Background: an optimization exercise with open tools, aiming at small area, a short achievable clock period and few clock cycles per item. Do not read the settings as production practice. RTL that was checked went through simulation tests only; none was proved equivalent to the original. The RTL of runs 2 and 3 was laid out without a check of its function.

## flow/design.v (module list and top-level ports; edited modules follow where they fit)
// module goc_cordic_cell: 41 lines
// module goc_tilt: 1472 lines
// module gravity_orientation_classifier_top: 257 lines
module gravity_orientation_classifier_top
#(
  parameter int unsigned FifoDepth = 17
) (
  input  logic               clk_i,
  input  logic               rst_ni,
  input  logic               psel,
  input  logic               penable,
  input  logic               pwrite,
  input  logic        [2:0]  paddr,
  input  logic        [31:0] pwdata,
  output logic        [31:0] prdata,
  output logic               pready,
  input  logic               in_valid_i,
  output logic               in_ready_o,
  input  logic signed [15:0] gravity_x_i,
  input  logic signed [15:0] gravity_y_i,
  input  logic signed [15:0] gravity_z_i,
  input  logic        [31:0] time_ms_i,
  input  logic               is_gravity_type_i,
  output logic               out_valid_o,
  input  logic               out_ready_i,
  output logic        [2:0]  orientation_o,
  output logic signed [9:0]  angle_deg_o,
  output logic               is_flat_o
);
  // ...
==> flow/run.sh <==
#!/bin/bash
# synth_recipe.tcl (not shown) runs the flow's synth.tcl, then flattens the netlist and writes it again
# the make line also repeats each setting of config.mk as NAME=value (left out here)
make -C /OpenROAD-flow-scripts/flow DESIGN_CONFIG=/design/flow/config.mk WORK_HOME=/design/flow/orfs CLKGATE_MAP_FILE= SYNTH_SCRIPT=/design/flow/synth_recipe.tcl finish
==> flow/config.mk <==
export PLATFORM = sky130hd
export DESIGN_NAME = gravity_orientation_classifier_top
export DESIGN_NICKNAME = gravity_orientation_classifier_top
export VERILOG_FILES = /design/flow/design.v
export SDC_FILE = /design/flow/constraint.sdc
export NUM_CORES = 4
export LEC_CHECK = 0
export CAP_MARGIN = 20
export CORE_MARGIN = 2
export CORE_UTILIZATION = 40
export SETUP_SLACK_MARGIN = 5
export SLEW_MARGIN = 20
==> flow/constraint.sdc <==
create_clock -name core_clock -period 10.0 [get_ports {clk_i}]
set_input_delay 2.0000 -clock core_clock [delete_from_list [all_inputs] [get_ports {clk_i}]]
set_output_delay 2.0000 -clock core_clock [all_outputs]
set_load 0.01 [all_outputs]
==> impl_metrics.py, run 1 <==
metrics = {
    "run_status": {
        "status": "timing/DRC/antenna clean",
    },
    "cells_and_area": {
        "antenna_cells": 58,
        "final_common_cell": "dfxtp_1",
        "final_area_um2": 96500,
        "clock_buffers": 203,
        "top_register": "g_cell.u_cell.a_q",
        "seq-cell-share_pct": 30.9,
    },
    "synth": {
        "yosys-mux-area-fraction_pct": 1.40,
        "synth_flop_cell": "dfxtp_1",
        "synth-simple-area-share_pct": 13.0,
        "synth_top_family_by_area": "adder cells",
        "synthXorXnorAreaFrac_pct": 12.5,
        "seq_area_frac_synth_pct": 34.5,
        "synthArstFlopShare_pct": 6.74,
    },
    "route": {
        "ant_nets": 0,
        "wl_met2_um": 93700,
    },
    "global_route": {
        "grt_max_degree": 63,
        "grt_use_met2_pct": 30.3,
        "grt_pass1_wl_um": 314000,
    },
    "timing": {
        "fin_skew_ps": 65.2,
        "maxSlewHeadroom_pct": 25.2,
        "rsz0062_at_grt": "true",
    },
    "worst_hold_path": {
        "hold_end": "xpos_p[11]$_DFF_P_",
    },
    "clock_network": {
        "cts_tree": "done",
        "cts_resized": 12,
        "cts_sinks": 1379,
        "clkTransAtPathRegs_ps": 60,
    },
    "setup_path": {
        "cp_top_family": "compound AO/OA/AOI/OAI gates",
        "critical-path-max-stage-delay_ps": 400,
    },
    "floorplan": {
        "die_x_um": 469,
        "die_y_um": 469,
    },
    "placed_design": {
        "gp_congestion": 0.876,
    },
}
Testbench counts, summed over its fixed seeds: cycles 2,709, items 1,797.
==> module gravity_orientation_classifier_top, before the edit <==
module gravity_orientation_classifier_top
#(
  parameter int unsigned FifoDepth = 17
) (
  input  logic               clk_i,
  input  logic               rst_ni,
  input  logic               psel,
  input  logic               penable,
  input  logic               pwrite,
  input  logic        [2:0]  paddr,
  input  logic        [31:0] pwdata,
  output logic        [31:0] prdata,
  output logic               pready,
  input  logic               in_valid_i,
  output logic               in_ready_o,
  input  logic signed [15:0] gravity_x_i,
  input  logic signed [15:0] gravity_y_i,
  input  logic signed [15:0] gravity_z_i,
  input  logic        [31:0] time_ms_i,
  input  logic               is_gravity_type_i,
  output logic               out_valid_o,
  input  logic               out_ready_i,
  output logic        [2:0]  orientation_o,
  output logic signed [9:0]  angle_deg_o,
  output logic               is_flat_o
);
  localparam int unsigned NCell = 14;    
  localparam int unsigned CW = 5;        
  localparam int unsigned FlatStage = 3;
  function automatic logic signed [25:0] atan_sum0(input logic [4:0] s);
    atan_sum0 = (s[4] ? (s[3] ? (s[2] ? (s[1] ? (s[0] ? -26'sd6155706 : -26'sd12053946) : (s[0] ? -26'sd9637640 : -26'sd15535880)) : (s[1] ? (s[0] ? -26'sd7995464 : -26'sd13893704) : (s[0] ? -26'sd11477398 : -26'sd17375638))) : (s[2] ? (s[1] ? (s[0] ? -26'sd7089596 : -26'sd12987836) : (s[0] ? -26'sd10571530 : -26'sd16469770)) : (s[1] ? (s[0] ? -26'sd8929354 : -26'sd14827594) : (s[0] ? -26'sd12411288 : -26'sd18309528)))) : (s[3] ? (s[2] ? (s[1] ? (s[0] ? 26'sd5640774 : -26'sd257466) : (s[0] ? 26'sd2158840 : -26'sd3739400)) : (s[1] ? (s[0] ? 26'sd3801016 : -26'sd2097224) : (s[0] ? 26'sd319082 : -26'sd5579158))) : (s[2] ? (s[1] ? (s[0] ? 26'sd4706884 : -26'sd1191356) : (s[0] ? 26'sd1224950 : -26'sd4673290)) : (s[1] ? (s[0] ? 26'sd2867126 : -26'sd3031114) : (s[0] ? -26'sd614808 : -26'sd6513048)))));
  endfunction
  function automatic logic signed [25:0] atan_sum1(input logic [3:0] s);
    atan_sum1 = (s[3] ? (s[2] ? (s[1] ? (s[0] ? 26'sd879368 : 26'sd410610) : (s[0] ? 26'sd644760 : 26'sd176002)) : (s[1] ? (s[0] ? 26'sd762036 : 26'sd293278) : (s[0] ? 26'sd527428 : 26'sd58670))) : (s[2] ? (s[1] ? (s[0] ? 26'sd820698 : 26'sd351940) : (s[0] ? 26'sd586090 : 26'sd117332)) : (s[1] ? (s[0] ? 26'sd703366 : 26'sd234608) : (s[0] ? 26'sd468758 : 26'sd0))));
  endfunction
  function automatic logic signed [25:0] atan_sum2(input logic [3:0] s);
    atan_sum2 = (s[3] ? (s[2] ? (s[1] ? (s[0] ? 26'sd55004 : 26'sd25668) : (s[0] ? 26'sd40336 : 26'sd11000)) : (s[1] ? (s[0] ? 26'sd47670 : 26'sd18334) : (s[0] ? 26'sd33002 : 26'sd3666))) : (s[2] ? (s[1] ? (s[0] ? 26'sd51338 : 26'sd22002) : (s[0] ? 26'sd36670 : 26'sd7334)) : (s[1] ? (s[0] ? 26'sd44004 : 26'sd14668) : (s[0] ? 26'sd29336 : 26'sd0))));
  endfunction
  function automatic logic signed [25:0] atan_sum3(input logic [3:0] s);
    atan_sum3 = (s[3] ? (s[2] ? (s[1] ? (s[0] ? 26'sd3438 : 26'sd1604) : (s[0] ? 26'sd2522 : 26'sd688)) : (s[1] ? (s[0] ? 26'sd2980 : 26'sd1146) : (s[0] ? 26'sd2064 : 26'sd230))) : (s[2] ? (s[1] ? (s[0] ? 26'sd3208 : 26'sd1374) : (s[0] ? 26'sd2292 : 26'sd458)) : (s[1] ? (s[0] ? 26'sd2750 : 26'sd916) : (s[0] ? 26'sd1834 : 26'sd0))));
  endfunction
  function automatic logic [2:0] orient_of(input logic [9:0] angle);
    logic [8:0] d;
    d = angle[8:0];
    if (angle[9]) orient_of = ORIENT_INVALID;
    else if (d <= 9'd30 || d >= 9'd330) orient_of = ORIENT_ROT0;
    else if (d >= 9'd60 && d <= 9'd120) orient_of = ORIENT_ROT90;
    else if (d >= 9'd150 && d <= 9'd210) orient_of = ORIENT_ROT180;
    else if (d >= 9'd240 && d <= 9'd300) orient_of = ORIENT_ROT270;
    else orient_of = ORIENT_INVALID;
  endfunction
  logic [15:0] min_q;
  logic [3:0]  ratio_q;
  logic        cfg_wr;
  assign pready = 1'b1;
  assign cfg_wr = psel && penable && pwrite;
  always_ff @(posedge clk_i) begin
    prdata <= paddr[2] ? {28'b0, ratio_q} : {16'b0, min_q};
  end
  always_ff @(posedge clk_i or negedge rst_ni) begin
    if (!rst_ni) begin
      min_q   <= MinIntervalReset;
      ratio_q <= TiltRatioReset;
    end else if (cfg_wr) begin
      if (paddr[2]) ratio_q <= pwdata[3:0];
      else          min_q   <= pwdata[15:0];
    end
  end
  logic        in_rdy_q, in_acc, v0_q;
  logic [15:0] xs0_q, ys0_q, zs0_q;
  logic [31:0] t0_q;
  logic        g0_q;
  assign in_ready_o = in_rdy_q;
  assign in_acc = in_valid_i && in_rdy_q;
  always_ff @(posedge clk_i) begin
    xs0_q <= {gravity_x_i[15], gravity_x_i[14:0] ^ {15{gravity_x_i[15]}}};
    ys0_q <= {gravity_y_i[15], gravity_y_i[14:0] ^ {15{gravity_y_i[15]}}};
    zs0_q <= {gravity_z_i[15], gravity_z_i[14:0] ^ {15{gravity_z_i[15]}}};
    t0_q  <= time_ms_i;
    g0_q  <= is_gravity_type_i;
  end
  logic               pass, take;
  logic [31:0]        last_q;
  logic               t_wrap;
  logic signed [33:0] t_rem;
  logic [16:0]        ax, ay;
  logic               xpos, yzero, sig0;
  logic [16:0]        a1;
  logic signed [16:0] b1;
  assign t_wrap = t0_q < last_q;
  assign t_rem  = $signed({2'b0, t0_q}) - $signed({2'b0, last_q}) - $signed({18'b0, min_q});
  assign pass   = t_wrap ? (t_rem >= -34'sd4294967296) : !t_rem[33];
  assign take   = v0_q && pass && g0_q;
  always_comb begin
    ax = 17'(xs0_q[14:0]) + 17'(xs0_q[15]);
    ay = 17'(ys0_q[14:0]) + 17'(ys0_q[15]);
    xpos = !xs0_q[15] && (xs0_q[14:0] != 15'd0);
    yzero = !ys0_q[15] && (ys0_q[14:0] == 15'd0);
    sig0 = xpos ? (ys0_q[15] || yzero) : !ys0_q[15];
    a1 = ax + ay;
    b1 = sig0 ? $signed(ay - ax) : $signed(ax - ay);
  end
  logic [AW-1:0]        a_p [NCell+1];
  logic signed [BW-1:0] b_p [NCell+1];
  logic [15:0]          s_p [NCell+1];
  logic                 xpos_p [NCell+1];
  logic                 flat_p [NCell+1];
  logic [NCell:0]       v_p;
  logic                 flat_t;
  always_ff @(posedge clk_i) begin
    a_p[0]    <= {a1, 14'b0};
    b_p[0]    <= BW'($signed({b1, 14'b0}));
    s_p[0]    <= {15'b0, sig0};
    xpos_p[0] <= xpos;
  end
  goc_tilt u_tilt (
    .clk_i   (clk_i),
    .x_i     (xs0_q),
    .y_i     (ys0_q),
    .z_i     (zs0_q),
    .ratio_i (ratio_q),
    .flat_o  (flat_t)
  );
  for (genvar k = 1; k <= NCell; k++) begin : g_cell
    goc_cordic_cell #(
      .Step (k),
      .BWI  (BWidth[k*8 +: 8]),
      .BWO  (BWidth[(k+1)*8 +: 8])
    ) u_cell (
      .clk_i (clk_i),
      .a_i   (a_p[k-1]),
      .b_i   (b_p[k-1]),
      .sig_i (s_p[k-1]),
      .a_o   (a_p[k]),
      .b_o   (b_p[k]),
      .sig_o (s_p[k])
    );
  end
  logic zero_q;    
  always_ff @(posedge clk_i) begin
    for (int k = 1; k <= NCell; k++) begin
      xpos_p[k] <= xpos_p[k-1];
      flat_p[k] <= (k == FlatStage) ? flat_t : flat_p[k-1];
    end
    zero_q <= (a_p[NCell-1][AW-1:14] == '0);
  end
  assign flat_p[0] = 1'b0;
  logic [15:0]        sig_all;
  logic signed [25:0] v_sum;
  logic signed [9:0]  w_q;    
  logic               zero_e, flat_e, v_e1;
  assign sig_all = {!b_p[NCell][BW-1], s_p[NCell][14:0]};
  assign v_sum = atan_sum0({xpos_p[NCell], sig_all[3:0]}) + atan_sum1(sig_all[7:4])
               + atan_sum2(sig_all[11:8]) + atan_sum3(sig_all[15:12]);
  always_ff @(posedge clk_i) begin
    w_q    <= v_sum[25:16];
    zero_e <= zero_q;
    flat_e <= flat_p[NCell];
  end
  logic signed [10:0] d_raw, d;
  logic [9:0]         word;    
  always_comb begin
    d_raw = 11'sd90 - 11'(w_q);
    d = d_raw;
    if (d_raw < 0) d = d_raw + 11'sd360;
    else if (d_raw >= 11'sd360) d = d_raw - 11'sd360;
    if (zero_e) d = 11'sd270;
    if (flat_e) word = 10'h3FF;
    else        word = d[9:0];
  end
  logic [CW-1:0] cred_q, cred_b, cred_d;
  logic          drop_q, pop, push;
  logic          rdy_00, rdy_01, rdy_10, rdy_11, rdy_d;
  always_comb begin
    cred_b = cred_q - CW'(drop_q);
    rdy_00 = cred_b < CW'(FifoDepth);
    rdy_01 = cred_b < CW'(FifoDepth + 1);
    rdy_10 = cred_b < CW'(FifoDepth - 1);
    rdy_11 = rdy_00;
    case ({in_acc && is_gravity_type_i, pop})
      2'b10:   begin cred_d = cred_b + 1'b1; rdy_d = rdy_10; end
      2'b01:   begin cred_d = cred_b - 1'b1; rdy_d = rdy_01; end
      2'b11:   begin cred_d = cred_b;        rdy_d = rdy_11; end
      default: begin cred_d = cred_b;        rdy_d = rdy_00; end
    endcase
  end
  always_ff @(posedge clk_i or negedge rst_ni) begin
    if (!rst_ni) begin
      v0_q     <= 1'b0;
      v_p      <= '0;
      v_e1     <= 1'b0;
      drop_q   <= 1'b0;
      last_q   <= '0;
      cred_q   <= '0;
      in_rdy_q <= 1'b1;
    end else begin
      v0_q     <= in_acc;
      v_p      <= {v_p[NCell-1:0], take};
      v_e1     <= v_p[NCell];
      drop_q   <= v0_q && g0_q && !pass;
      if (v0_q && pass) last_q <= t0_q;
      cred_q   <= cred_d;
      in_rdy_q <= rdy_d;
    end
  end
  logic [FifoDepth:0] fv_q;
  logic [9:0]         fd_q [FifoDepth];
  logic [2:0]         fo_q;
  logic [9:0]         head_d;
  logic               head_ld;
  assign push = v_e1;
  assign pop = fv_q[0] && out_ready_i;
  always_ff @(posedge clk_i or negedge rst_ni) begin
    if (!rst_ni) begin
      fv_q <= '0;
    end else begin
      for (int j = 0; j < FifoDepth; j++) begin
        if (pop) fv_q[j] <= push ? fv_q[j] : fv_q[j+1];
        else     fv_q[j] <= fv_q[j] || (push && (j == 0 || fv_q[j-1]));
      end
      fv_q[FifoDepth] <= 1'b0;
    end
  end
  logic [2:0] head_o;
  always_comb begin
    head_ld = 1'b1;
    head_d = fd_q[0];
    head_o = fo_q;
    if (push && (pop ? (fv_q[0] && !fv_q[1]) : !fv_q[0])) begin
      head_d = word;
      head_o = orient_of(word);
    end else if (pop) begin
      head_d = fd_q[1];
      head_o = orient_of(fd_q[1]);
    end else begin
      head_ld = 1'b0;
    end
  end
  always_ff @(posedge clk_i) begin
    if (head_ld) begin
      fd_q[0] <= head_d;
      fo_q    <= head_o;
    end
    for (int j = 1; j < FifoDepth; j++) begin
      if (push && (pop ? (fv_q[j] && !fv_q[j+1])
                       : (!fv_q[j] && fv_q[j-1]))) begin
        fd_q[j] <= word;
      end else if (pop && j + 1 < FifoDepth) begin
        fd_q[j] <= fd_q[j+1];
      end
    end
  end
  assign out_valid_o   = fv_q[0];
  assign orientation_o = fo_q;
  assign angle_deg_o   = fd_q[0];
  assign is_flat_o     = fd_q[0][9];
endmodule
==> inputs of run 2 (changes only) <==
--- a/flow/design.v
+++ b/flow/design.v
@@ -1515,23 +1515,23 @@
   assign c_245 = c_179 ^ c_114 ^ c_178;
   assign c_246 = (c_179 & c_114) | (c_179 & c_178) | (c_114 & c_178);
   assign c_247 = c_181 ^ c_116 ^ c_180;
   assign c_248 = (c_181 & c_116) | (c_181 & c_180) | (c_116 & c_180);
   assign c_249 = c_183 ^ c_118 ^ c_182;
   assign c_250 = (c_183 & c_118) | (c_183 & c_182) | (c_118 & c_182);
   assign c_251 = c_g3_34 ^ c_184;
   assign c_252 = c_g3_34 & c_184;
-  logic [36:0] cmp_s, cmp_c, cmp;
-  assign cmp_s = {1'b1, c_252, c_251, c_249, c_247, c_245, c_243, c_241, c_239, c_237, c_235, c_233, c_231, c_229, c_227, c_225, c_223, c_221, c_219, c_217, c_215, c_213, c_211, c_209, c_207, c_205, c_203, c_201, c_199, c_197, c_195, c_193, c_191, c_189, c_187, c_185, v_q[0]};
-  assign cmp_c = {1'b0, 1'b0, c_250, c_248, c_246, c_244, c_242, c_240, c_238, c_236, c_234, c_232, c_230, c_228, c_226, c_224, c_222, c_220, c_218, c_216, c_214, c_212, c_210, c_208, c_206, c_204, c_202, c_200, c_198, c_196, c_194, c_192, c_190, c_188, c_186, 1'b1, c_g0_0};
-  assign cmp = cmp_s + cmp_c;
+  logic [36:0] cmp_s_q, cmp_c_q, cmp;
   logic flat_q;
+  assign cmp = cmp_s_q + cmp_c_q;
   always_ff @(posedge clk_i) begin
-    flat_q <= !cmp[36];
+    cmp_s_q <= {1'b1, c_252, c_251, c_249, c_247, c_245, c_243, c_241, c_239, c_237, c_235, c_233, c_231, c_229, c_227, c_225, c_223, c_221, c_219, c_217, c_215, c_213, c_211, c_209, c_207, c_205, c_203, c_201, c_199, c_197, c_195, c_193, c_191, c_189, c_187, c_185, v_q[0]};
+    cmp_c_q <= {1'b0, 1'b0, c_250, c_248, c_246, c_244, c_242, c_240, c_238, c_236, c_234, c_232, c_230, c_228, c_226, c_224, c_222, c_220, c_218, c_216, c_214, c_212, c_210, c_208, c_206, c_204, c_202, c_200, c_198, c_196, c_194, c_192, c_190, c_188, c_186, 1'b1, c_g0_0};
+    flat_q  <= !cmp[36];
   end
   assign flat_o = flat_q;
 endmodule
 import goc_pkg::*;
 module gravity_orientation_classifier_top
 #(
   parameter int unsigned FifoDepth = 17
 ) (
@@ -1554,28 +1554,28 @@
   output logic               out_valid_o,
   input  logic               out_ready_i,
   output logic        [2:0]  orientation_o,
   output logic signed [9:0]  angle_deg_o,
   output logic               is_flat_o
 );
   localparam int unsigned NCell = 14;    
   localparam int unsigned CW = 5;        
-  localparam int unsigned FlatStage = 3;
+  localparam int unsigned FlatStage = 4;
   function automatic logic signed [25:0] atan_sum0(input logic [4:0] s);
     atan_sum0 = (s[4] ? (s[3] ? (s[2] ? (s[1] ? (s[0] ? -26'sd6155706 : -26'sd12053946) : (s[0] ? -26'sd9637640 : -26'sd15535880)) : (s[1] ? (s[0] ? -26'sd7995464 : -26'sd13893704) : (s[0] ? -26'sd11477398 : -26'sd17375638))) : (s[2] ? (s[1] ? (s[0] ? -26'sd7089596 : -26'sd12987836) : (s[0] ? -26'sd10571530 : -26'sd16469770)) : (s[1] ? (s[0] ? -26'sd8929354 : -26'sd14827594) : (s[0] ? -26'sd12411288 : -26'sd18309528)))) : (s[3] ? (s[2] ? (s[1] ? (s[0] ? 26'sd5640774 : -26'sd257466) : (s[0] ? 26'sd2158840 : -26'sd3739400)) : (s[1] ? (s[0] ? 26'sd3801016 : -26'sd2097224) : (s[0] ? 26'sd319082 : -26'sd5579158))) : (s[2] ? (s[1] ? (s[0] ? 26'sd4706884 : -26'sd1191356) : (s[0] ? 26'sd1224950 : -26'sd4673290)) : (s[1] ? (s[0] ? 26'sd2867126 : -26'sd3031114) : (s[0] ? -26'sd614808 : -26'sd6513048)))));
   endfunction
   function automatic logic signed [25:0] atan_sum1(input logic [3:0] s);
     atan_sum1 = (s[3] ? (s[2] ? (s[1] ? (s[0] ? 26'sd879368 : 26'sd410610) : (s[0] ? 26'sd644760 : 26'sd176002)) : (s[1] ? (s[0] ? 26'sd762036 : 26'sd293278) : (s[0] ? 26'sd527428 : 26'sd58670))) : (s[2] ? (s[1] ? (s[0] ? 26'sd820698 : 26'sd351940) : (s[0] ? 26'sd586090 : 26'sd117332)) : (s[1] ? (s[0] ? 26'sd703366 : 26'sd234608) : (s[0] ? 26'sd468758 : 26'sd0))));
   endfunction
   function automatic logic signed [25:0] atan_sum2(input logic [3:0] s);
     atan_sum2 = (s[3] ? (s[2] ? (s[1] ? (s[0] ? 26'sd55004 : 26'sd25668) : (s[0] ? 26'sd40336 : 26'sd11000)) : (s[1] ? (s[0] ? 26'sd47670 : 26'sd18334) : (s[0] ? 26'sd33002 : 26'sd3666))) : (s[2] ? (s[1] ? (s[0] ? 26'sd51338 : 26'sd22002) : (s[0] ? 26'sd36670 : 26'sd7334)) : (s[1] ? (s[0] ? 26'sd44004 : 26'sd14668) : (s[0] ? 26'sd29336 : 26'sd0))));
   endfunction
-  function automatic logic signed [25:0] atan_sum3(input logic [3:0] s);
-    atan_sum3 = (s[3] ? (s[2] ? (s[1] ? (s[0] ? 26'sd3438 : 26'sd1604) : (s[0] ? 26'sd2522 : 26'sd688)) : (s[1] ? (s[0] ? 26'sd2980 : 26'sd1146) : (s[0] ? 26'sd2064 : 26'sd230))) : (s[2] ? (s[1] ? (s[0] ? 26'sd3208 : 26'sd1374) : (s[0] ? 26'sd2292 : 26'sd458)) : (s[1] ? (s[0] ? 26'sd2750 : 26'sd916) : (s[0] ? 26'sd1834 : 26'sd0))));
+  function automatic logic signed [25:0] atan_sum3(input logic [2:0] s);
+    atan_sum3 = (s[2] ? (s[1] ? (s[0] ? 26'sd3208 : 26'sd1374) : (s[0] ? 26'sd2292 : 26'sd458)) : (s[1] ? (s[0] ? 26'sd2750 : 26'sd916) : (s[0] ? 26'sd1834 : 26'sd0)));
   endfunction
   function automatic logic [2:0] orient_of(input logic [9:0] angle);
     logic [8:0] d;
     d = angle[8:0];
     if (angle[9]) orient_of = ORIENT_INVALID;
     else if (d <= 9'd30 || d >= 9'd330) orient_of = ORIENT_ROT0;
     else if (d >= 9'd60 && d <= 9'd120) orient_of = ORIENT_ROT90;
     else if (d >= 9'd150 && d <= 9'd210) orient_of = ORIENT_ROT180;
@@ -1597,37 +1597,38 @@
     end else if (cfg_wr) begin
       if (paddr[2]) ratio_q <= pwdata[3:0];
       else          min_q   <= pwdata[15:0];
     end
   end
   logic        in_rdy_q, in_acc, v0_q;
   logic [15:0] xs0_q, ys0_q, zs0_q;
   logic [31:0] t0_q;
+  logic [32:0] tm0_q;    
   logic        g0_q;
   assign in_ready_o = in_rdy_q;
   assign in_acc = in_valid_i && in_rdy_q;
   always_ff @(posedge clk_i) begin
     xs0_q <= {gravity_x_i[15], gravity_x_i[14:0] ^ {15{gravity_x_i[15]}}};
     ys0_q <= {gravity_y_i[15], gravity_y_i[14:0] ^ {15{gravity_y_i[15]}}};
     zs0_q <= {gravity_z_i[15], gravity_z_i[14:0] ^ {15{gravity_z_i[15]}}};
     t0_q  <= time_ms_i;
+    tm0_q <= {1'b0, time_ms_i} - {17'b0, min_q};
     g0_q  <= is_gravity_type_i;
   end
   logic               pass, take;
   logic [31:0]        last_q;
-  logic               t_wrap;
-  logic signed [33:0] t_rem;
+  logic               t_ge, tm_ge;
   logic [16:0]        ax, ay;
   logic               xpos, yzero, sig0;
   logic [16:0]        a1;
   logic signed [16:0] b1;
-  assign t_wrap = t0_q < last_q;
-  assign t_rem  = $signed({2'b0, t0_q}) - $signed({2'b0, last_q}) - $signed({18'b0, min_q});
-  assign pass   = t_wrap ? (t_rem >= -34'sd4294967296) : !t_rem[33];
+  assign t_ge   = t0_q >= last_q;
+  assign tm_ge  = tm0_q[31:0] >= last_q;
+  assign pass   = t_ge ? (!tm0_q[32] && tm_ge) : (!tm0_q[32] || tm_ge);
   assign take   = v0_q && pass && g0_q;
   always_comb begin
     ax = 17'(xs0_q[14:0]) + 17'(xs0_q[15]);
     ay = 17'(ys0_q[14:0]) + 17'(ys0_q[15]);
     xpos = !xs0_q[15] && (xs0_q[14:0] != 15'd0);
     yzero = !ys0_q[15] && (ys0_q[14:0] == 15'd0);
     sig0 = xpos ? (ys0_q[15] || yzero) : !ys0_q[15];
     a1 = ax + ay;
@@ -1641,22 +1642,26 @@
   logic [NCell:0]       v_p;
   logic                 flat_t;
   always_ff @(posedge clk_i) begin
     a_p[0]    <= {a1, 14'b0};
     b_p[0]    <= BW'($signed({b1, 14'b0}));
     s_p[0]    <= {15'b0, sig0};
     xpos_p[0] <= xpos;
   end
+  logic [3:0] ratio_c;
+  always_ff @(posedge clk_i) begin
+    ratio_c <= ratio_q;
+  end
   goc_tilt u_tilt (
     .clk_i   (clk_i),
     .x_i     (xs0_q),
     .y_i     (ys0_q),
     .z_i     (zs0_q),
-    .ratio_i (ratio_q),
+    .ratio_i (ratio_c),
     .flat_o  (flat_t)
   );
   for (genvar k = 1; k <= NCell; k++) begin : g_cell
     goc_cordic_cell #(
       .Step (k),
       .BWI  (BWidth[k*8 +: 8]),
       .BWO  (BWidth[(k+1)*8 +: 8])
     ) u_cell (
@@ -1673,38 +1678,40 @@
   always_ff @(posedge clk_i) begin
     for (int k = 1; k <= NCell; k++) begin
       xpos_p[k] <= xpos_p[k-1];
       flat_p[k] <= (k == FlatStage) ? flat_t : flat_p[k-1];
     end
     zero_q <= (a_p[NCell-1][AW-1:14] == '0);
   end
   assign flat_p[0] = 1'b0;
-  logic [15:0]        sig_all;
-  logic signed [25:0] v_sum;
+  logic signed [25:0] p1_q, p2_q, v_sum;
   logic signed [9:0]  w_q;    
   logic               zero_e, flat_e, v_e1;
-  assign sig_all = {!b_p[NCell][BW-1], s_p[NCell][14:0]};
-  assign v_sum = atan_sum0({xpos_p[NCell], sig_all[3:0]}) + atan_sum1(sig_all[7:4])
-               + atan_sum2(sig_all[11:8]) + atan_sum3(sig_all[15:12]);
+  always_ff @(posedge clk_i) begin
+    p1_q <= atan_sum0({xpos_p[NCell-2], s_p[NCell-2][3:0]}) + atan_sum1(s_p[NCell-2][7:4])
+          + atan_sum2(s_p[NCell-2][11:8]);
+    p2_q <= p1_q + atan_sum3({!b_p[NCell-1][BW-1], s_p[NCell-1][13:12]});
+  end
+  assign v_sum = p2_q + (b_p[NCell][BW-1] ? 26'sd0 : 26'sd230);
   always_ff @(posedge clk_i) begin
     w_q    <= v_sum[25:16];
     zero_e <= zero_q;
     flat_e <= flat_p[NCell];
   end
   logic signed [10:0] d_raw, d;
-  logic [9:0]         word;    
+  logic [8:0]         word;    
   always_comb begin
     d_raw = 11'sd90 - 11'(w_q);
     d = d_raw;
     if (d_raw < 0) d = d_raw + 11'sd360;
     else if (d_raw >= 11'sd360) d = d_raw - 11'sd360;
     if (zero_e) d = 11'sd270;
-    if (flat_e) word = 10'h3FF;
-    else        word = d[9:0];
+    if (flat_e) word = 9'h1FF;
+    else        word = d[8:0];
   end
   logic [CW-1:0] cred_q, cred_b, cred_d;
   logic          drop_q, pop, push;
   logic          rdy_00, rdy_01, rdy_10, rdy_11, rdy_d;
   always_comb begin
     cred_b = cred_q - CW'(drop_q);
     rdy_00 = cred_b < CW'(FifoDepth);
     rdy_01 = cred_b < CW'(FifoDepth + 1);
@@ -1732,59 +1739,55 @@
       v_e1     <= v_p[NCell];
       drop_q   <= v0_q && g0_q && !pass;
       if (v0_q && pass) last_q <= t0_q;
       cred_q   <= cred_d;
       in_rdy_q <= rdy_d;
     end
   end
   logic [FifoDepth:0] fv_q;
-  logic [9:0]         fd_q [FifoDepth];
+  logic [8:0]         fd_q [1:FifoDepth-1];
+  logic [9:0]         hd_q;
   logic [2:0]         fo_q;
-  logic [9:0]         head_d;
+  logic [8:0]         head_w;
   logic               head_ld;
   assign push = v_e1;
   assign pop = fv_q[0] && out_ready_i;
   always_ff @(posedge clk_i or negedge rst_ni) begin
     if (!rst_ni) begin
       fv_q <= '0;
     end else begin
       for (int j = 0; j < FifoDepth; j++) begin
         if (pop) fv_q[j] <= push ? fv_q[j] : fv_q[j+1];
         else     fv_q[j] <= fv_q[j] || (push && (j == 0 || fv_q[j-1]));
       end
       fv_q[FifoDepth] <= 1'b0;
     end
   end
-  logic [2:0] head_o;
+  function automatic logic [9:0] angle_of(input logic [8:0] w);
+    angle_of = (w == 9'h1FF) ? 10'h3FF : {1'b0, w};
+  endfunction
   always_comb begin
     head_ld = 1'b1;
-    head_d = fd_q[0];
-    head_o = fo_q;
-    if (push && (pop ? (fv_q[0] && !fv_q[1]) : !fv_q[0])) begin
-      head_d = word;
-      head_o = orient_of(word);
-    end else if (pop) begin
-      head_d = fd_q[1];
-      head_o = orient_of(fd_q[1]);
-    end else begin
-      head_ld = 1'b0;
-    end
+    head_w = word;
+    if (push && (pop ? (fv_q[0] && !fv_q[1]) : !fv_q[0])) head_w = word;
+    else if (pop) head_w = fd_q[1];
+    else head_ld = 1'b0;
   end
   always_ff @(posedge clk_i) begin
     if (head_ld) begin
-      fd_q[0] <= head_d;
-      fo_q    <= head_o;
+      hd_q <= angle_of(head_w);
+      fo_q <= orient_of(angle_of(head_w));
     end
     for (int j = 1; j < FifoDepth; j++) begin
       if (push && (pop ? (fv_q[j] && !fv_q[j+1])
                        : (!fv_q[j] && fv_q[j-1]))) begin
         fd_q[j] <= word;
       end else if (pop && j + 1 < FifoDepth) begin
         fd_q[j] <= fd_q[j+1];
       end
     end
   end
   assign out_valid_o   = fv_q[0];
   assign orientation_o = fo_q;
-  assign angle_deg_o   = fd_q[0];
-  assign is_flat_o     = fd_q[0][9];
+  assign angle_deg_o   = hd_q;
+  assign is_flat_o     = hd_q[9];
 endmodule
==> flow/flow/run.sh (new file) <==
#!/bin/bash
set -euo pipefail
export SETUP_SLACK_MARGIN=6.5
bash standard.sh > standard.log 2>&1
==> flow/standard.sh (new file) <==
#!/bin/bash
# synth_recipe.tcl (not shown) runs the flow's synth.tcl, then flattens the netlist and writes it again
# the make line also repeats each setting of config.mk as NAME=value (left out here)
make -C /OpenROAD-flow-scripts/flow DESIGN_CONFIG=/design/flow/config.mk WORK_HOME=/design/flow/orfs CLKGATE_MAP_FILE= SYNTH_SCRIPT=/design/flow/synth_recipe.tcl "${@:-finish}"
==> flow/config.mk (replaced) <==
export PLATFORM = sky130hd
export DESIGN_NAME = gravity_orientation_classifier_top
export DESIGN_NICKNAME = gravity_orientation_classifier_top
export VERILOG_FILES = /design/flow/design.v
export SDC_FILE = /design/flow/constraint.sdc
export NUM_CORES = 4
export LEC_CHECK = 0
export CAP_MARGIN = 20
export CORE_MARGIN = 2
export CORE_UTILIZATION = 40
export SLEW_MARGIN = 20
removed: flow/run.sh
==> run 2 against run 1 <==
- still clean on timing, DRC and antenna
- first-iteration DRC count fell by 0.34%
- global-route usage is 0.34 points higher
- largest cell class unchanged
==> impl_metrics.py, run 2 <==
metrics = {
    "run_status": {
        "status": "timing/DRC/antenna clean",
    },
    "floorplan": {
        "die_x_um": 476,
        "row_count": 173,
        "die_y_um": 476,
        "fp.dieArea_um2": 227000,
        "num_io_pins": 172,
        "start_util_pct": 40.2,
        "core_area_um2": 222000,
    },
    "clock_network": {
        "cts_sinks": 1490,
        "cts_tree": "done",
        "cts_made_buffers": 167,
        "clock_latency_ps": 820,
        "clkTransAtPathRegs_ps": 60,
        "cts_htree_levels": 4,
        "hold_buffers": 0,
        "cts-root-buf": "clkbuf_16",
        "cts_buffer_depth": 3,
    },
    "timing": {
        "finalSetupViolCount": 0,
        "rsz0062_at_grt": "true",
        "tns_ps": 0,
        "drv_slew": 0,
        "fmax_ghz": 0.250,
        "worst_pin_slew_ps": 968,
        "maxSlewHeadroom_pct": 35.0,
        "fin_skew_ps": 46.8,
        "min_period_ps": 4000,
        "fin_crit_sh_pct": 40.0,
        "finalHoldViolations": 0,
    },
    "global_route": {
        "grt_overflow": 0,
        "grt_pass1_wl_um": 330000,
        "grt_pass1_vias": 64900,
        "grt_usage_pct": 17.8,
        "grt_max_degree": 66,
        "antenna_found_initial": 8,
    },
    "cells_and_area": {
        "top_register": "g_cell.u_cell.a_q",
        "final_common_cell": "dfxtp_1",
        "largest_register_ffs": 353,
        "nets": 11000,
        "final_area_um2": 106000,
        "num-fill-cells": 20400,
        "reg_top3": "g_cell.u_cell.a_q x353, g_cell.u_cell.b_q x287, fd_q x144",
        "layout_common_cells": "dfxtp_1, ha_1, xnor2_1",
        "layout-drive-gt1-share_pct": 14.6,
        "synthToLayoutAreaGrowth_pct": 19.3,
        "fin_util_pct": 47.9,
        "fin_cells": 12700,
    },
    "synth": {
        "ys_ff_latch": 1490,
        "netlist_area_um2": 89100,
        "seq_area_frac_synth_pct": 35.8,
        "synthArstFlopShare_pct": 6.24,
        "synth_area_leader_cell": "dfxtp_1",
        "syn_area_per_cell_um2": 9.71,
        "netlist_top_cells_area": "dfxtp_1, ha_1, fa_1, xnor2_1, edfxtp_1",
        "synthTopCellsByCount": "dfxtp_1, ha_1, xnor2_1",
        "synth_flop_cell": "dfxtp_1",
        "synth-edff-count": 157,
        "netlist_instances": 9182,
        "synth_top_area_share_pct": 27.9,
        "synth.yosys.warnings": 74,
        "synth.most_common_cell": "dfxtp_1",
        "post_synth_num_cell_types": 104,
    },
    "setup_path": {
        "path_cells": "buf_12 -> and2_4 -> fa_1 -> inv_2 -> fa_1 -> inv_2 -> fa_1 -> inv_1 -> fa_1 -> inv_1 -> fa_2 -> fa_2",
        "cp_num_buf_inv": 5,
        "cp.arrival_ps": 4670,
        "crit_required_ps": 10670,
        "worstPathMaxFanout": 7,
        "criticalPathCategory": "register to register",
        "crit_top_cell": "fa_1",
        "cpMaxStageDelayCell": "fa_1",
        "start_kind": "register",
        "cp_top_family": "adder cells",
        "critical-path-max-stage-delay_ps": 550,
        "end_kind": "register",
    },
    "route": {
        "wirelength_um": 208000,
        "drc": 0,
        "dr.pass1.iters": 7,
        "vias_per_cell": 5.05,
        "wire_per_inst_um": 16.4,
        "drtIter0Drc": 2958,
        "route.vias.total": 64100,
        "ant_nets": 0,
    },
    "placed_design": {
        "place_hpwl_um": 150000,
        "dp_cells": 12100,
        "gp_congestion": 0.863,
        "placed_area_um2": 93900,
        "io_buffers": 136,
    },
    "job": {
        "drv_cap": 0,
    },
    "worst_hold_path": {
        "hp-class": "register to register",
    },
}
==> run 2: what timing repair did <==
item,in CTS,in global routing
setup endpoints to repair,497,368
setup buffers,156,133
gates cloned,12,13
pin swaps,179,258
resized for setup,563,389
==> run 2: path summary, 6_finish.rpt <==
path / startpoint / end / slack [ps] / cells past startpoint
max in group asynchronous: rst_ni / min_q[5]$_DFFE_PN0P_ / 7600 / 2
worst max-delay path: xs0_q[4]$_DFF_P_ / u_tilt.hs_q[16]$_DFF_P_ / 6000 / 12
worst min register to register: g_cell[7].u_cell.sig_q[6]$_DFF_P_ / g_cell[8].u_cell.sig_q[6]$_DFF_P_ / 300 / 0
worst min-delay path: g_cell[7].u_cell.sig_q[6]$_DFF_P_ / g_cell[8].u_cell.sig_q[6]$_DFF_P_ / 300 / 0
worst max register to register: xs0_q[4]$_DFF_P_ / u_tilt.hs_q[16]$_DFF_P_ / 6000 / 12
min in group asynchronous: rst_ni / cred_q[1]$_DFF_PN0_ / 1160 / 1
==> run 2: per-stage QoR <==
| stage | setup slack (ps) | hold slack (ps) |
|---|---|---|
| final | 6000 | 305 |
| after global routing | 5900 | 315 |
| after CTS | 5990 | 306 |
| after detailed placement | 4700 | 312 |
| after global placement | 4710 | 310 |
| after floorplan | 5920 | 309 |
==> run 2: logic make-up after synthesis <==
logic type | count (synthesis) | synth area share, %
AND/OR/NAND/NOR | 2338 | 13.0
multiplexers | 94 | 1.16
flip-flops | 1490 | 35.8
XOR/XNOR | 1280 | 12.6
adder cells (fa/ha/maj) | 1246 | 20.8
buffers and inverters | 1015 | 4.40
other | 2 | 0.00843
AO/OA/AOI/OAI | 1717 | 12.3
==> run 2: worst reg2reg max path, cell delays in order (launching register included) <==
cell	delay (ps)
dfxtp_4	350
buf_12	130
and2_4	160
fa_1	550
inv_2	40
fa_1	510
inv_2	50
fa_1	520
inv_1	60
fa_1	500
inv_1	50
fa_2	540
fa_2	410
==> run 2: routing by layer <==
layer	global-route usage [%]	vias to the layer above	part of all wire, %
li1	-	31800	-
met1	21.3	30700	43
met2	32.2	1132	50
met3	2.67	403	3.5
met4	6.08	2	3.3
met5	0	-	0.0063
==> run 2: cell type report <==
cell class	instances	area, um2	area share (%)
clock buffer	226	4710	4.43
timing repair buffer	492	5000	4.70
sequential	1490	32100	30.1
multi-input combinational	6694	56900	53.5
clock inverter	81	1090	1.03
tap	2975	3720	3.50
inverter	737	2810	2.65
antenna	3	7.51	0.00706
==> inputs of run 3 (changes only) <==
==> flow/flow/run.sh (replaced) <==
#!/bin/bash
set -euo pipefail
export SETUP_SLACK_MARGIN=6.0
bash standard.sh > standard.log 2>&1
==> run 3 against run 2 <==
- sequential cell count unchanged
- first-iteration DRC count increased by 6.0%
- die area unchanged
- critical path type unchanged
- setup slack got worse by 17 ps
- utilization decreased by 2.3 points
- synthesized area unchanged
- critical path depth unchanged
- non-clock buffer count decreased by 238
==> impl_metrics.py, run 3 <==
metrics = {
    "cells_and_area": {
        "reg_top3": "g_cell.u_cell.a_q x353, g_cell.u_cell.b_q x287, fd_q x144",
        "largest_register_ffs": 353,
        "final_common_cell": "dfxtp_1",
        "layout-drive-gt1-share_pct": 8.05,
        "nets": 10700,
        "layout_common_cells": "dfxtp_1, ha_1, xnor2_1",
        "fin_cells": 12500,
        "top_register": "g_cell.u_cell.a_q",
        "num-fill-cells": 20900,
        "synthToLayoutAreaGrowth_pct": 13.6,
        "antenna_cells": 0,
    },
    "global_route": {
        "grt_pass1_wl_um": 319000,
        "grt_usage_pct": 17.1,
        "grt_max_degree": 59,
        "grt_pass1_vias": 63400,
        "grt_overflow": 0,
        "antenna_found_initial": 2,
    },
    "synth": {
        "synth_area_leader_cell": "dfxtp_1",
        "synthXorXnorAreaFrac_pct": 12.6,
        "syn_area_per_cell_um2": 9.71,
        "synth_top_area_share_pct": 27.9,
        "seq_area_frac_synth_pct": 35.8,
        "synth_compound_area_share_pct": 12.3,
        "synthTopCellsByCount": "dfxtp_1, ha_1, xnor2_1",
        "netlist_instances": 9182,
        "post_synth_num_cell_types": 104,
        "netlist_area_um2": 89100,
        "synth.most_common_cell": "dfxtp_1",
        "synth-edff-count": 157,
        "synth_flop_cell": "dfxtp_1",
        "synthArstFlopShare_pct": 6.24,
        "netlist_top_cells_area": "dfxtp_1, ha_1, fa_1, xnor2_1, edfxtp_1",
        "synth_top_family_by_area": "adder cells",
        "synth.yosys.warnings": 74,
        "yosys-mux-area-fraction_pct": 1.16,
        "synth_fa_ha_area_share_pct": 20.8,
        "synth-simple-area-share_pct": 13.0,
        "ys_ff_latch": 1490,
    },
    "clock_network": {
        "cts_made_buffers": 169,
        "clkTransAtPathRegs_ps": 60,
        "cts_htree_levels": 4,
        "cts_buffer_depth": 3,
        "cts_tree": "done",
        "cts-root-buf": "clkbuf_16",
        "cts_sinks": 1490,
        "clock_latency_ps": 820,
    },
    "floorplan": {
        "fp.dieArea_um2": 227000,
        "core_area_um2": 222000,
        "die_x_um": 476,
        "die_y_um": 476,
        "row_count": 173,
        "num_io_pins": 172,
        "start_util_pct": 40.2,
    },
    "setup_path": {
        "criticalPathCategory": "register to register",
        "timing.rr.start": "xs0_q[5]$_DFF_P_",
        "r2r_end": "u_tilt.hs_q[16]$_DFF_P_",
        "crit_end": "u_tilt.hs_q[16]$_DFF_P_",
        "end_kind": "register",
        "crit_required_ps": 10750,
        "start_kind": "register",
        "startpoint": "xs0_q[5]$_DFF_P_",
        "cp.arrival_ps": 4770,
        "ff2ff_path_depth": 12,
        "worstPathMaxFanout": 8,
        "r2r_setup_slack_ps": 5990,
    },
    "timing": {
        "finalHoldViolations": 0,
        "fin_skew_ps": 46.3,
        "min_period_ps": 4010,
        "fin_crit_sh_pct": 40.1,
        "worst_pin_slew_ps": 1020,
        "tns_ps": 0,
        "rsz0062_at_grt": "true",
        "drv_slew": 0,
        "fmax_ghz": 0.249,
        "maxSlewHeadroom_pct": 32.2,
        "finalSetupViolCount": 0,
    },
    "route": {
        "wire_per_inst_um": 15.7,
        "drtIter0Drc": 3136,
        "vias_per_cell": 5.01,
        "route.vias.total": 62400,
        "drc": 0,
        "ant_nets": 0,
        "wirelength_um": 196000,
        "dr.pass1.iters": 5,
    },
    "placed_design": {
        "io_buffers": 136,
        "place_hpwl_um": 148000,
        "gp_congestion": 0.874,
        "dp_cells": 12100,
    },
    "run_status": {
        "status": "timing/DRC/antenna clean",
    },
    "worst_hold_path": {
        "hp-class": "register to register",
    },
    "job": {
        "drv_cap": 0,
    },
}
-- run 3: cell counts after synthesis --
Identical to the previous run, type by type.
-- run 3: logic make-up after synthesis --
logic type,count (synthesis)
fa+ha+maj,1246
mux,94
compound gates,1717
flops,1490
buf+inv,1015
other cells,2
xor+xnor,1280
simple gates,2338
-- run 3: per-stage QoR --
step | area [um2] | hold WS, ps | util, % | setup slack, ps
after floorplan | 89400 | 310 | - | 5880
after global placement | 93600 | 310 | 42.2 | 4220
after detailed placement | 93600 | 312 | 42.2 | 4170
after CTS | 100000 | 324 | 45.2 | 5960
after global routing | 101000 | 323 | 45.6 | 5890
final | 101000 | 319 | 45.6 | 5990
-- run 3: how the worst min path moves through the flow --
| stage | from | end | slack [ps] | depth (start not counted) |
|---|---|---|---|---|
| 3_5_place_dp | g_cell[9].u_cell.sig_q[6]$_DFF_P_ | g_cell[10].u_cell.sig_q[6]$_DFF_P_ | 310 | 0 |
| 3_3_place_gp | g_cell[10].u_cell.sig_q[3]$_DFF_P_ | g_cell[11].u_cell.sig_q[3]$_DFF_P_ | 310 | 0 |
| 5_1_grt | g_cell[8].u_cell.sig_q[3]$_DFF_P_ | g_cell[9].u_cell.sig_q[3]$_DFF_P_ | 320 | 0 |
| 4_1_cts | xpos_p[5]$_DFF_P_ | xpos_p[6]$_DFF_P_ | 320 | 0 |
| 6_report | g_cell[10].u_cell.sig_q[9]$_DFF_P_ | g_cell[11].u_cell.sig_q[9]$_DFF_P_ | 320 | 0 |
| 2_1_floorplan | g_cell[11].u_cell.sig_q[4]$_DFF_P_ | g_cell[12].u_cell.sig_q[4]$_DFF_P_ | 310 | 0 |
-- run 3: cell type report --
| class | count | area (um2) | area share, % |
|---|---|---|---|
| flip-flops and latches | 1490 | 32000 | 31.6 |
| inverters | 737 | 2790 | 2.76 |
| multi-input cells | 6692 | 54200 | 53.5 |
| clock buffers | 226 | 4800 | 4.74 |
| repair buffers | 254 | 2650 | 2.62 |
| well taps | 2975 | 3720 | 3.68 |
| clock inverters | 90 | 1090 | 1.08 |
-- run 3: layer usage --
metal	global-route usage, %	wire [um]	vias up
met4	5.29	5730	0
met2	31.1	98800	994
met5	0	0	-
li1	-	-	31300
met1	20.8	85200	29800
met3	2.33	6320	359
-- run 3: timing repair --
| item | CTS | global route |
|---|---|---|
| buffers inserted | 21 | 48 |
| hold buffers | 0 | 0 |
| resized for setup | 139 | 155 |
| endpoints found under the setup margin | 162 | 162 |
| pin swaps | 22 | 66 |
| gates cloned | 5 | 2 |
-- run 3: worst max-delay path, cell delays in order (launching register included) --
cell,delay [ps]
dfxtp_2,330
buf_12,140
and2_4,150
fa_1,520
inv_2,40
fa_1,550
inv_2,40
fa_1,520
inv_2,40
fa_1,510
inv_2,40
fa_1,500
fa_2,560
==> inputs of run 4 (changes only) <==
--- a/flow/design.v
+++ b/flow/design.v
@@ -1533,7 +1533,7 @@
 import goc_pkg::*;
 module gravity_orientation_classifier_top
 #(
-  parameter int unsigned FifoDepth = 17
+  parameter int unsigned FifoDepth = 16
 ) (
   input  logic               clk_i,
   input  logic               rst_ni,
@@ -1557,7 +1557,7 @@
   output logic signed [9:0]  angle_deg_o,
   output logic               is_flat_o
 );
-  localparam int unsigned NCell = 14;    
+  localparam int unsigned NCell = 13;    
   localparam int unsigned CW = 5;        
   localparam int unsigned FlatStage = 4;
   function automatic logic signed [25:0] atan_sum0(input logic [4:0] s);
@@ -1674,27 +1674,35 @@
       .sig_o (s_p[k])
     );
   end
-  logic zero_q;    
   always_ff @(posedge clk_i) begin
     for (int k = 1; k <= NCell; k++) begin
       xpos_p[k] <= xpos_p[k-1];
       flat_p[k] <= (k == FlatStage) ? flat_t : flat_p[k-1];
     end
-    zero_q <= (a_p[NCell-1][AW-1:14] == '0);
   end
   assign flat_p[0] = 1'b0;
-  logic signed [25:0] p1_q, p2_q, v_sum;
-  logic signed [9:0]  w_q;    
-  logic               zero_e, flat_e, v_e1;
-  always_ff @(posedge clk_i) begin
-    p1_q <= atan_sum0({xpos_p[NCell-2], s_p[NCell-2][3:0]}) + atan_sum1(s_p[NCell-2][7:4])
-          + atan_sum2(s_p[NCell-2][11:8]);
-    p2_q <= p1_q + atan_sum3({!b_p[NCell-1][BW-1], s_p[NCell-1][13:12]});
+  localparam int unsigned BW14 = BWidth[14*8 +: 8];
+  logic signed [25:0]   pa_q, p1_q, v_lo, v_hi;
+  logic signed [9:0]    w_q;    
+  logic                 zero_e, flat_e, v_e1;
+  logic signed [BW14-1:0] b14, db14, b15;
+  logic                 pos14, pos15;
+  always_ff @(posedge clk_i) begin
+    pa_q <= atan_sum0({xpos_p[NCell-2], s_p[NCell-2][3:0]}) + atan_sum1(s_p[NCell-2][7:4]);
+    p1_q <= pa_q + atan_sum2(s_p[NCell-1][11:8]);
+  end
+  always_comb begin
+    b14   = b_p[NCell][BW14-1:0];
+    pos14 = !b14[BW14-1];
+    db14  = BW14'(a_p[NCell] >> 14);
+    b15   = b14 + (db14 ^ {BW14{pos14}}) + BW14'(pos14);
+    pos15 = !b15[BW14-1];
+    v_lo  = p1_q + atan_sum3({pos14, s_p[NCell][13:12]});
+    v_hi  = v_lo + 26'sd230;
   end
-  assign v_sum = p2_q + (b_p[NCell][BW-1] ? 26'sd0 : 26'sd230);
   always_ff @(posedge clk_i) begin
-    w_q    <= v_sum[25:16];
-    zero_e <= zero_q;
+    w_q    <= pos15 ? v_hi[25:16] : v_lo[25:16];
+    zero_e <= (a_p[NCell][AW-1:14] == '0);    
     flat_e <= flat_p[NCell];
   end
   logic signed [10:0] d_raw, d;
==> flow/flow/run.sh (replaced) <==
#!/bin/bash
set -euo pipefail
export SETUP_SLACK_MARGIN=6.2
bash standard.sh > standard.log 2>&1
==> run 4 against run 3 <==
- synthesized area is essentially flat
- utilization grew 0.68 points
- clock skew shrank 20 ps
- final cell count grew 0.99%
- highest routed layer unchanged
- non-clock buffer count grew 97
- count of clock-buffer cells in the layout shrank 3
- register-to-register slack gained 80 ps
==> impl_metrics.py, run 4 <==
metrics = {
    "placed_design": {
        "dp_cells": 12100,
        "gp_congestion": 0.860,
        "io_buffers": 136,
        "place_hpwl_um": 152000,
    },
    "job": {
        "drv_cap": 0,
    },
    "timing": {
        "finalHoldViolations": 0,
        "min_period_ps": 3940,
        "tns_ps": 0,
        "fin_crit_sh_pct": 39.4,
        "rsz0062_at_grt": "true",
        "worst_pin_slew_ps": 1020,
        "fmax_ghz": 0.254,
        "fin_skew_ps": 26.0,
        "finalSetupViolCount": 0,
        "drv_slew": 0,
        "maxSlewHeadroom_pct": 31.7,
    },
    "synth": {
        "synth.yosys.warnings": 70,
        "synthXorXnorAreaFrac_pct": 12.6,
        "netlist_area_um2": 89100,
        "netlist_top_cells_area": "dfxtp_1, ha_1, fa_1, xnor2_1, edfxtp_1",
        "synth.most_common_cell": "dfxtp_1",
        "synth_fa_ha_area_share_pct": 20.7,
        "netlist_instances": 9220,
        "synth-edff-count": 148,
        "synthTopCellsByCount": "dfxtp_1, ha_1, xnor2_1",
        "yosys-mux-area-fraction_pct": 1.16,
        "synthArstFlopShare_pct": 6.20,
        "synth_flop_cell": "dfxtp_1",
        "syn_area_per_cell_um2": 9.66,
        "post_synth_num_cell_types": 114,
        "seq_area_frac_synth_pct": 35.2,
        "synth-simple-area-share_pct": 13.2,
        "synth_area_leader_cell": "dfxtp_1",
        "synth_compound_area_share_pct": 12.8,
        "synth_top_family_by_area": "adder cells",
        "synth_top_area_share_pct": 27.6,
        "ys_ff_latch": 1467,
    },
    "floorplan": {
        "die_x_um": 476,
        "core_area_um2": 222000,
        "num_io_pins": 172,
        "row_count": 173,
        "start_util_pct": 40.1,
        "fp.dieArea_um2": 226000,
        "die_y_um": 476,
    },
    "cells_and_area": {
        "largest_register_ffs": 353,
        "nets": 10800,
        "layout-drive-gt1-share_pct": 9.94,
        "synthToLayoutAreaGrowth_pct": 15.3,
        "reg_top3": "g_cell.u_cell.a_q x353, g_cell.u_cell.b_q x286, fd_q x135",
        "layout_common_cells": "dfxtp_1, ha_1, xnor2_1",
        "fin_cells": 12600,
        "final_common_cell": "dfxtp_1",
        "top_register": "g_cell.u_cell.a_q",
    },
    "clock_network": {
        "clkTransAtPathRegs_ps": 60,
        "cts-root-buf": "clkbuf_16",
        "cts_tree": "done",
        "cts_htree_levels": 4,
        "cts_sinks": 1467,
        "hold_buffers": 0,
        "cts_buffer_depth": 3,
        "cts_made_buffers": 161,
        "clock_latency_ps": 810,
    },
    "setup_path": {
        "cp_top_family": "adder cells",
        "critical-path-max-stage-delay_ps": 520,
        "end_kind": "register",
        "criticalPathCategory": "register to register",
        "cp_num_buf_inv": 4,
        "cpMaxStageDelayCell": "fa_1",
        "crit_top_cell": "fa_1",
        "cp.arrival_ps": 4600,
        "timing.rr.start": "xs0_q[0]$_DFF_P_",
        "ff2ff_path_depth": 11,
        "path_cells": "buf_12 -> buf_12 -> and2_4 -> fa_1 -> fa_1 -> fa_1 -> inv_2 -> fa_1 -> inv_1 -> fa_2 -> fa_2",
        "worstPathMaxFanout": 5,
        "crit_required_ps": 10670,
        "r2r_end": "u_tilt.hs_q[12]$_DFF_P_",
        "r2r_setup_slack_ps": 6060,
        "start_kind": "register",
    },
    "global_route": {
        "grt_usage_pct": 17.8,
        "grt_pass1_vias": 64700,
        "antenna_found_initial": 2,
        "grt_max_degree": 60,
        "grt_pass1_wl_um": 330000,
        "grt_overflow": 0,
    },
    "route": {
        "wire_per_inst_um": 16.4,
        "dr.pass1.iters": 6,
        "route.vias.total": 64000,
        "ant_nets": 0,
        "wirelength_um": 206000,
        "drtIter0Drc": 3295,
        "vias_per_cell": 5.09,
        "drc": 0,
    },
    "worst_hold_path": {
        "min-delay-start": "g_cell[2].u_cell.sig_q[2]$_DFF_P_",
        "hold_end": "g_cell[3].u_cell.sig_q[2]$_DFF_P_",
        "hp-class": "register to register",
        "hold_depth": 0,
    },
    "run_status": {
        "status": "timing/DRC/antenna clean",
    },
}
run 4: cell types whose count changed after synthesis, moves of 15 or more:
cell      change
nand2_1      -22
xor2_1       -24
a21o_1       +23
and3_1       +24
xnor2_1      +24
o21bai_1     +15
run 4: timing repair:
item,in CTS,in global routing
cloned,3,14
setup buffers,78,78
gates resized for setup,243,234
pin swaps,73,125
setup endpoints to repair,251,244
run 4: kinds of logic after synthesis:
group / count (synthesis)
simple gates: 2352
compound gates: 1778
buf+inv: 1001
fa+ha+maj: 1246
mux: 93
xor+xnor: 1281
flops: 1467
other cells: 2
run 4: per-layer routing:
layer	wire length (um)	up-vias	GRT usage [%]
met1	91300	30800	22.5
met2	101000	1130	31.4
met4	5730	0	5.44
met5	0	-	0
met3	7530	349	2.42
li1	-	31800	-
run 4: final cells by class:
type | instances | area (um2)
Fill cell | 20600 | 119000
Multi-Input combinational cell | 6771 | 55500
Sequential cell | 1467 | 31400
Clock buffer | 223 | 4680
Tap cell | 2975 | 3720
Timing Repair Buffer | 351 | 3630
Inverter | 729 | 2780
Clock inverter | 71 | 956
Antenna cell | 1 | 2.50
run 4: stage by stage:
step | area (um2) | setup slack [ps] | hold WS [ps] | util (%)
detailed placement | 93700 | 4600 | 312 | 42.2
finish | 103000 | 6060 | 318 | 46.3
floorplan | 89600 | 5810 | 310 | -
global route | 103000 | 5980 | 321 | 46.3
global placement | 93700 | 4600 | 310 | 42.2
CTS | 101000 | 6050 | 317 | 45.5
run 4: how the worst max path moves through the flow:
stage	slack [ps]	startpoint	depth (start not counted)	to
6_report	6060	xs0_q[0]$_DFF_P_	11	u_tilt.hs_q[12]$_DFF_P_
5_1_grt	5980	xs0_q[5]$_DFF_P_	12	u_tilt.hs_q[16]$_DFF_P_
4_1_cts	6050	xs0_q[0]$_DFF_P_	12	u_tilt.hs_q[14]$_DFF_P_
3_5_place_dp	4600	time_ms_i[0]	15	tm0_q[28]$_DFF_P_
3_3_place_gp	4600	time_ms_i[0]	15	tm0_q[28]$_DFF_P_
2_1_floorplan	5810	time_ms_i[0]	14	tm0_q[18]$_DFF_P_
Testbench counts of run 4, summed over its fixed seeds: cycles 2,703, items 1,797.
==> inputs of run 5 (changes only) <==
==> flow/flow/run.sh (replaced) <==
#!/bin/bash
set -euo pipefail
export SETUP_SLACK_MARGIN=6.0
bash standard.sh > standard.log 2>&1
==> run 5 against run 4 <==
- setup slack worse by 52 ps
- synthesized cell count is the same
- via count shrank 1.5%
- first-iteration DRC count shrank 15%
- sequential share of layout area rose by 0.55 points
- hold slack got worse by 12 ps
- count of clock-buffer cells in the layout fell by 7
- die area unchanged
- synthesized area unchanged
- sequential cell count unchanged
- still clean on timing, DRC and antenna
==> impl_metrics.py, run 5 <==
metrics = {
    "floorplan": {
        "die_y_um": 476,
        "start_util_pct": 40.1,
        "core_area_um2": 222000,
        "row_count": 173,
        "fp.dieArea_um2": 226000,
        "die_x_um": 476,
        "num_io_pins": 172,
    },
    "clock_network": {
        "cts_sinks": 1467,
        "clock_latency_ps": 810,
        "cts_buffer_depth": 3,
        "cts-root-buf": "clkbuf_16",
        "hold_buffers": 0,
        "cts_made_buffers": 163,
        "cts_htree_levels": 4,
        "cts_tree": "done",
        "clkTransAtPathRegs_ps": 60,
    },
    "cells_and_area": {
        "nets": 10700,
        "largest_register_ffs": 353,
        "final_area_um2": 101000,
        "num-fill-cells": 21000,
        "fin_cells": 12500,
        "synthToLayoutAreaGrowth_pct": 13.3,
        "fin_util_pct": 45.5,
        "final_common_cell": "dfxtp_1",
        "top_register": "g_cell.u_cell.a_q",
        "reg_top3": "g_cell.u_cell.a_q x353, g_cell.u_cell.b_q x286, fd_q x135",
        "layout-drive-gt1-share_pct": 7.60,
        "layout_common_cells": "dfxtp_1, ha_1, xnor2_1",
    },
    "route": {
        "drc": 0,
        "wirelength_um": 200000,
        "dr.pass1.iters": 6,
        "wire_per_inst_um": 16.0,
        "vias_per_cell": 5.06,
        "ant_nets": 0,
        "route.vias.total": 63100,
        "drtIter0Drc": 2795,
    },
    "setup_path": {
        "worstPathMaxFanout": 18,
        "end_kind": "register",
        "criticalPathCategory": "register to register",
        "start_kind": "register",
        "cp.arrival_ps": 4680,
        "crit_required_ps": 10690,
    },
    "global_route": {
        "grt_max_degree": 59,
        "grt_pass1_vias": 63800,
        "grt_pass1_wl_um": 324000,
        "grt_usage_pct": 17.4,
        "antenna_found_initial": 3,
        "grt_overflow": 0,
    },
    "placed_design": {
        "dp_cells": 12100,
        "place_hpwl_um": 152000,
        "io_buffers": 136,
        "gp_congestion": 0.855,
        "placed_area_um2": 93600,
        "dp_worst_setup_slack_ps": 4640,
    },
    "timing": {
        "fmax_ghz": 0.251,
        "fin_skew_ps": 27.3,
        "fin_crit_sh_pct": 39.9,
        "finalSetupViolCount": 0,
        "worst_pin_slew_ps": 1050,
        "finalHoldViolations": 0,
        "maxSlewHeadroom_pct": 29.6,
        "fin_ws_ps": 6010,
        "rsz0062_at_grt": "true",
        "min_period_ps": 3990,
        "drv_slew": 0,
        "tns_ps": 0,
    },
    "synth": {
        "seq_area_frac_synth_pct": 35.2,
        "netlist_area_um2": 89100,
        "syn_area_per_cell_um2": 9.66,
        "synth_flop_cell": "dfxtp_1",
        "synth-edff-count": 148,
        "netlist_instances": 9220,
        "netlist_top_cells_area": "dfxtp_1, ha_1, fa_1, xnor2_1, edfxtp_1",
        "synth_top_area_share_pct": 27.6,
        "post_synth_num_cell_types": 114,
        "synthTopCellsByCount": "dfxtp_1, ha_1, xnor2_1",
        "ys_ff_latch": 1467,
        "synth.yosys.warnings": 70,
        "synth.most_common_cell": "dfxtp_1",
        "synth_area_leader_cell": "dfxtp_1",
        "synthArstFlopShare_pct": 6.20,
    },
    "worst_hold_path": {
        "hp-class": "register to register",
    },
    "run_status": {
        "status": "timing/DRC/antenna clean",
    },
    "job": {
        "drv_cap": 0,
    },
}
-- run 5: final timing paths --
check                      cells after the start                          startpoint                                 end  slack (ps)
max                                           11                   xs0_q[13]$_DFF_P_             u_tilt.hs_q[14]$_DFF_P_        6010
max in group asynchronous                      2                              rst_ni              ratio_q[2]$_DFFE_PN0P_        7670
max reg2reg                                   11                   xs0_q[13]$_DFF_P_             u_tilt.hs_q[14]$_DFF_P_        6010
min                                            0  g_cell[10].u_cell.sig_q[6]$_DFF_P_  g_cell[11].u_cell.sig_q[6]$_DFF_P_         310
min in group asynchronous                      1                              rst_ni                    v_p[2]$_DFF_PN0_        1200
min reg2reg                                    0  g_cell[10].u_cell.sig_q[6]$_DFF_P_  g_cell[11].u_cell.sig_q[6]$_DFF_P_         310
-- run 5: logic make-up after synthesis --
| group | after synthesis | share of synthesized area, % |
|---|---|---|
| multiplexers | 93 | 1.16 |
| other | 2 | 0.00843 |
| XOR/XNOR | 1281 | 12.6 |
| adder cells (fa/ha/maj) | 1246 | 20.7 |
| AO/OA/AOI/OAI | 1778 | 12.8 |
| flip-flops | 1467 | 35.2 |
| AND/OR/NAND/NOR | 2352 | 13.2 |
| buffers and inverters | 1001 | 4.33 |
-- run 5: final cells by class --
cell class	count	area (um2)	area share, %
Sequential cell	1467	31400	31.2
Tap cell	2975	3720	3.69
Antenna cell	1	2.50	0.00248
Clock inverter	82	1060	1.05
Clock buffer	216	4550	4.51
Multi-Input combinational cell	6768	54900	54.4
Timing Repair Buffer	242	2480	2.46
Inverter	729	2760	2.74
-- run 5: what timing repair did --
| item | CTS | global route |
|---|---|---|
| hold endpoints to repair | 0 | 0 |
| setup buffers | 27 | 29 |
| pin swaps | 20 | 50 |
| gates resized for setup | 117 | 176 |
| setup endpoints to repair | 147 | 213 |
| cloned | 1 | 6 |
-- run 5: stage by stage --
stage / hold slack [ps]
floorplan: 310
global placement: 310
detailed placement: 312
CTS: 300
global route: 311
finish: 305
-- run 5: metal layers --
| layer | wire (um) | part of all wire, % | vias up | GRT usage [%] |
|---|---|---|---|---|
| met5 | 0 | 0 | - | 0 |
| met4 | 6120 | 3.1 | 0 | 5.71 |
| met3 | 6770 | 3.4 | 350 | 2.22 |
| met2 | 100000 | 50 | 1038 | 31.5 |
| met1 | 87000 | 44 | 30100 | 21.2 |
| li1 | - | - | 31600 | - |
-- run 5: critical path, stage by stage, from the launching register on --
cell and delay (ps):
dfxtp_4 420, and2_1 180, fa_1 540, inv_1 60
fa_1 540, inv_1 60, fa_1 530, inv_1 60
fa_1 530, inv_1 50, fa_1 490, fa_1 400

port drivers added, routing unchanged:
No port has a modelled driver above. Below, the same layouts with a new extraction and two added sets of constraints.
Step 1: set_driving_cell puts a clkbuf_16 on clk_i and a buf_2 on each other input, an assumption about the parent block.
Step 2, shift: input delay + t, output delay - t, t = (earliest + latest rising clock arrival at the registers) / 2. This alone moves slack from input paths to output paths.
Slacks: ideal / step 1 / step 2; pairs: ideal / step 1.
run	t, ns	setup slack, ns	cell pins on the clock port's net
run 1	0.873	5.193 / 5.193 / 5.193	1
run 2	0.883	6.004 / 6.004 / 5.449	1
run 3	0.882	5.987 / 5.987 / 5.240	1
run 4	0.893	6.065 / 6.065 / 5.402	1
run 5	0.889	6.013 / 6.013 / 5.240	1
After both steps setup and hold are still met in every run listed. The setup slack of run 5, which loses most, moves by 0.000 ns with the drivers and by -0.773 ns with both steps.
